This design comes from an exercise in tuning for small area on the open sky130 flow, not from production work.
Where RTL was checked, it was by simulation tests only, not by an equivalence proof against the original.
No driver is modelled on the clock port, so clocking that relies on it looks cheaper here than on a real chip.
Power figures rest on the tool's default switching activity, not on a simulated workload.

// axi_xdma_st_data_chk_slave_stream
module axi_xdma_st_data_chk_slave_stream #(
    parameter int          C_S_AXIS_TDATA_WIDTH  = 128,
    parameter int          NUMBER_OF_INPUT_WORDS = 64,
    parameter logic [15:0] BP_LFSR_SEED          = 16'hACE1
) (
    input  logic                              S_AXIS_ACLK,
    input  logic                              S_AXIS_ARESETN,
    input  logic                              S_AXIS_TVALID,
    input  logic [C_S_AXIS_TDATA_WIDTH-1:0]   S_AXIS_TDATA,
    input  logic [C_S_AXIS_TDATA_WIDTH/8-1:0] S_AXIS_TSTRB,
    input  logic                              S_AXIS_TLAST,
    output logic                              S_AXIS_TREADY,
    input  logic [31:0]                       config_reg0,
    input  logic [31:0]                       config_reg1,
    input  logic [31:0]                       config_reg2,
    output logic [63:0]                       beat_count,
    output logic [31:0]                       pkt_count,
    output logic [31:0]                       data_err_count,
    output logic [31:0]                       tlast_err_count,
    output logic                              first_err_valid,
    output logic [C_S_AXIS_TDATA_WIDTH-1:0]   first_err_data,
    output logic [C_S_AXIS_TDATA_WIDTH-1:0]   first_err_expected,
    output logic [31:0]                       first_err_beat
);
    function automatic logic [63:0] pre_and64(input logic [63:0] x);
        logic [7:0] blk, ball;
        logic [63:0] c;
        logic r;
        for (int b = 0; b < 8; b++) begin
            r = 1'b1;
            for (int i = 0; i < 8; i++) begin
                c[8*b+i] = r;
                r = r & x[8*b+i];
            end
            blk[b] = r;
        end
        ball[0] = 1'b1;
  ...
For scale: roughly 2900 cells after synthesis, roughly 600 flip-flops, roughly 690 I/O pins, about 25000 µm² of cells after synthesis.
Settings: LEC_CHECK=0, ABC_AREA=1, CAP_MARGIN=20, CORE_AREA=2 2 194 194, DIE_AREA=0 0 196 196, SLEW_MARGIN=20, BUFFER_PORTS_ARGS=-buffer_cell sky130_fd_sc_hd__buf_1, CTS_ARGS=-sink_clustering_enable -repair_clock_nets -dont_use_dummy_load -buf_list {sky130_fd_sc_hd__clkbuf_8} -sink_clustering_size 16 -sink_clustering_max_diameter 50, RECOVER_POWER=100; clock period 6.0 ns.
standard.sh (not shown) runs the stock make flow with config.mk's settings and CLKGATE_MAP_FILE= SYNTH_SCRIPT=/design/flow/synth_recipe.tcl, a recipe that flattens the netlist after the stock synthesis.
==> flow/flow/run.sh <==
#!/bin/bash
set -euo pipefail
if [[ -f flow/extra.mk ]]; then cat flow/extra.mk >> config.mk; fi
rm -rf scripts && cp -r "$FLOW_HOME/scripts" scripts
cp flow/abc_area.script scripts/abc_area.script
if [[ -f flow/global_route.tcl ]]; then cp flow/global_route.tcl scripts/global_route.tcl; fi
SCRIPTS_DIR="$PWD/scripts" bash standard.sh > standard.log 2>&1
Other scripts of this flow, unchanged in this note and not shown: flow/flow/abc_area.script, flow/flow/extra.mk, flow/flow/global_route.tcl
Change:
--- a/flow/design.v
+++ b/flow/design.v
@@ -101,13 +101,13 @@
     assign a     = en & m0;
     assign b     = en & m1;
     assign sel_t = r_seed & ~m3;
     assign sel_e = ~r_clear & ~r_seed;
     assign cin   = b | r_clear | (r_seed & m3);   
     logic [W-1:0] base, nexp;
-    logic [63:0]  y, gp, pp, hpre;
+    logic [63:0]  y, gp, pp, hq, hpre;
     logic         c64;
     logic [63:0] G, P;
     always_comb begin
         base = ({W{sel_t}} & S_AXIS_TDATA) | ({W{sel_e}} & r_expected);
         for (int i = 0; i < 64; i++) y[i] = i < 32 ? (config_reg1[i] ? a : b) : (config_reg2[i-32] ? a : b);
         pp = base[63:0] ^ y;
@@ -123,14 +123,14 @@
         for (int l = 4; l >= 0; l--)
             for (int i = 3 * 2**l - 1; i < 64; i += 2**(l+1))
                 G[i] = G[i] | (P[i] & G[i - 2**l]);
         nexp[0] = pp[0] ^ cin;
         for (int i = 1; i < 64; i++) nexp[i] = pp[i] ^ G[i-1];
         c64 = G[63];
-        hpre = (pre_and64(base[127:64]) & {64{en & ~m1 & c64}}) |
-               (pre_and64(~base[127:64]) & {64{en & m1 & ~c64}});
+        hq   = base[127:64] ^ {64{m1}};
+        hpre = pre_and64(hq) & {64{en & (c64 ^ m1)}};
         nexp[127:64] = base[127:64] ^ hpre;
     end
     logic neq, derr, at_last, terr, cap, hold;
     assign neq     = |(S_AXIS_TDATA ^ r_expected);
     assign derr    = (chk & ~m3 & neq) | ~(&S_AXIS_TSTRB);
     assign at_last = &r_beat_idx;
The new run finished with timing, DRC and antenna clean.
Setup slack improved by 10 ps.
Routed wire length shrinks by 3.1%.
Design area falls by about 2.4%.
Synthesized cell count falls by 0.75%.
Utilization shrinks by 2.0 points.
Total power shrinks by 6.3%.
Die area is unchanged.
Critical path depth falls by 2.
Only the layout flow was run in the first run of this note; the RTL was not checked for function there.

* * *

Another version of the RTL of axi_xdma_st_data_chk_slave_stream (not shown whole).
Size: ~2900 cells after synthesis, roughly 600 flip-flops.
Settings: LEC_CHECK=0, ABC_AREA=1, CAP_MARGIN=20, CORE_AREA=2 2 194 194, DIE_AREA=0 0 196 196, SLEW_MARGIN=20, BUFFER_PORTS_ARGS=-buffer_cell sky130_fd_sc_hd__buf_1, CTS_ARGS=-sink_clustering_enable -repair_clock_nets -dont_use_dummy_load -buf_list {sky130_fd_sc_hd__clkbuf_8} -sink_clustering_size 16 -sink_clustering_max_diameter 50, RECOVER_POWER=100; clock period 6.0 ns.
Scripts as last shown in full above: flow/flow/run.sh
Other scripts of this flow, unchanged in this note and not shown: flow/flow/abc_area.script, flow/flow/extra.mk, flow/flow/global_route.tcl
Then changed:
--- a/flow/design.v
+++ b/flow/design.v
@@ -91,24 +91,24 @@
     assign clr = config_reg0[3];
     assign acc = S_AXIS_TVALID & r_tready;
     assign act = acc & ~ld;
     assign chk = ~r_clear & ~r_seed;
     assign m0  = config_reg0[1:0] == 2'd0;
     assign m1  = config_reg0[1:0] == 2'd1;
     assign m3  = config_reg0[1:0] == 2'd3;
     assign p1  = config_reg1 & {32{~rst & config_reg0[5]}};
     assign p2  = config_reg2 & {32{~rst & config_reg0[5]}};
-    assign en    = act & ~m3;
+    assign en    = acc & ~r_clear & ~m3;
     assign a     = en & m0;
     assign b     = en & m1;
     assign sel_t = r_seed & ~m3;
-    assign sel_e = ~ld & ~r_seed;
-    assign cin   = b | ld | (r_seed & m3);   
+    assign sel_e = ~r_clear & ~r_seed;
+    assign cin   = b | r_clear | (r_seed & m3);   
     logic [W-1:0] base, nexp;
     logic [63:0]  y, gp, pp, hq, hpre;
     logic         c64;
     logic [63:0] G, P;
     always_comb begin
         base = ({W{sel_t}} & S_AXIS_TDATA) | ({W{sel_e}} & r_expected);
         for (int i = 0; i < 64; i++) y[i] = i < 32 ? (config_reg1[i] ? a : b) : (config_reg2[i-32] ? a : b);
         pp = base[63:0] ^ y;
         gp = base[63:0] & y;
@@ -170,12 +170,12 @@
         r_expected <= nexp;
         r_beat_count      <= ld ? {p2, p1} : (r_beat_count ^ beat_t);
         r_pkt_count       <= ld ? p2 : (r_pkt_count ^ pkt_t);
         r_data_err_count  <= ld ? p1 : (r_data_err_count ^ derr_t);
         r_tlast_err_count <= ld ? p2 : (r_tlast_err_count ^ terr_t);
         r_first_err_valid    <= ~ld & (r_first_err_valid | (act & derr));
         r_first_err_data     <= {W{~ld}} & (r_first_err_data | ({W{cap}} & S_AXIS_TDATA));
         r_first_err_expected <= {W{~ld}} & (r_first_err_expected | ({W{cap_e}} & r_expected) | {{(W-1){1'b0}}, cap_1});
         r_first_err_beat     <= {32{~ld}} & (r_first_err_beat | ({32{cap}} & r_beat_count[31:0]));
-        r_beat_idx <= (ld | (act & S_AXIS_TLAST)) ? 6'd0 : (act ? r_beat_idx + 6'd1 : r_beat_idx);
+        r_beat_idx <= (r_clear | (act & S_AXIS_TLAST)) ? 6'd0 : (act ? r_beat_idx + 6'd1 : r_beat_idx);
     end
 endmodule
Effect: The new run went through all stages and came out clean. Final cell count drops by 0.38%. Global-route usage is about the same. Final area hardly moves. Count of clock-buffer cells in the layout went up by 2. Power drops by 2.2%. First-iteration DRC count goes down by 7.4%. Fmax rises by 0.50%. Setup slack gains 28 ps. Via count drops by 0.63%. Clock skew is lower by 24 ps. Worst hold slack got worse by 11 ps. Core utilization grows by 0.11 points. Routed wire length barely changes. Synthesized cell count shrinks by 1.2%.
The RTL of the second run of this note was laid out without a check of its function.

==> port drivers added, routing unchanged <==
The flow's constraints put no driver on any port. The routed layouts listed below were extracted and timed again, unchanged, in two steps. Step 1 (the two cells are an assumption about what drives the block):
set clk [get_ports {S_AXIS_ACLK}]
set_driving_cell -lib_cell sky130_fd_sc_hd__clkbuf_16 $clk
set_driving_cell -lib_cell sky130_fd_sc_hd__buf_2 [delete_from_list [all_inputs] $clk]
Step 2 times the ports against the registers' clock, not the clock port: input delays grow and output delays shrink by t, the midpoint of the rising clock arrivals with the driver on. Three values: ideal, step 1, step 2; two values: the first two.
run	t, ns	setup slack, ns	worst register clock-pin slew, ns
the first run of note 1	0.713	0.257 / 0.205 / -0.508	0.10 / 0.10
the second run of note 1	0.698	0.267 / 0.277 / -0.421	0.10 / 0.10
the first run of note 2	0.699	0.319 / 0.289 / -0.409	0.11 / 0.11
the second run of note 2	0.707	0.347 / 0.337 / -0.370	0.10 / 0.10
With both steps, setup timing fails in every run listed, where it was met with ideal ports. For the first run of note 1, which loses most, drivers alone change the setup slack by -0.052 ns; drivers and shift together by -0.765 ns.
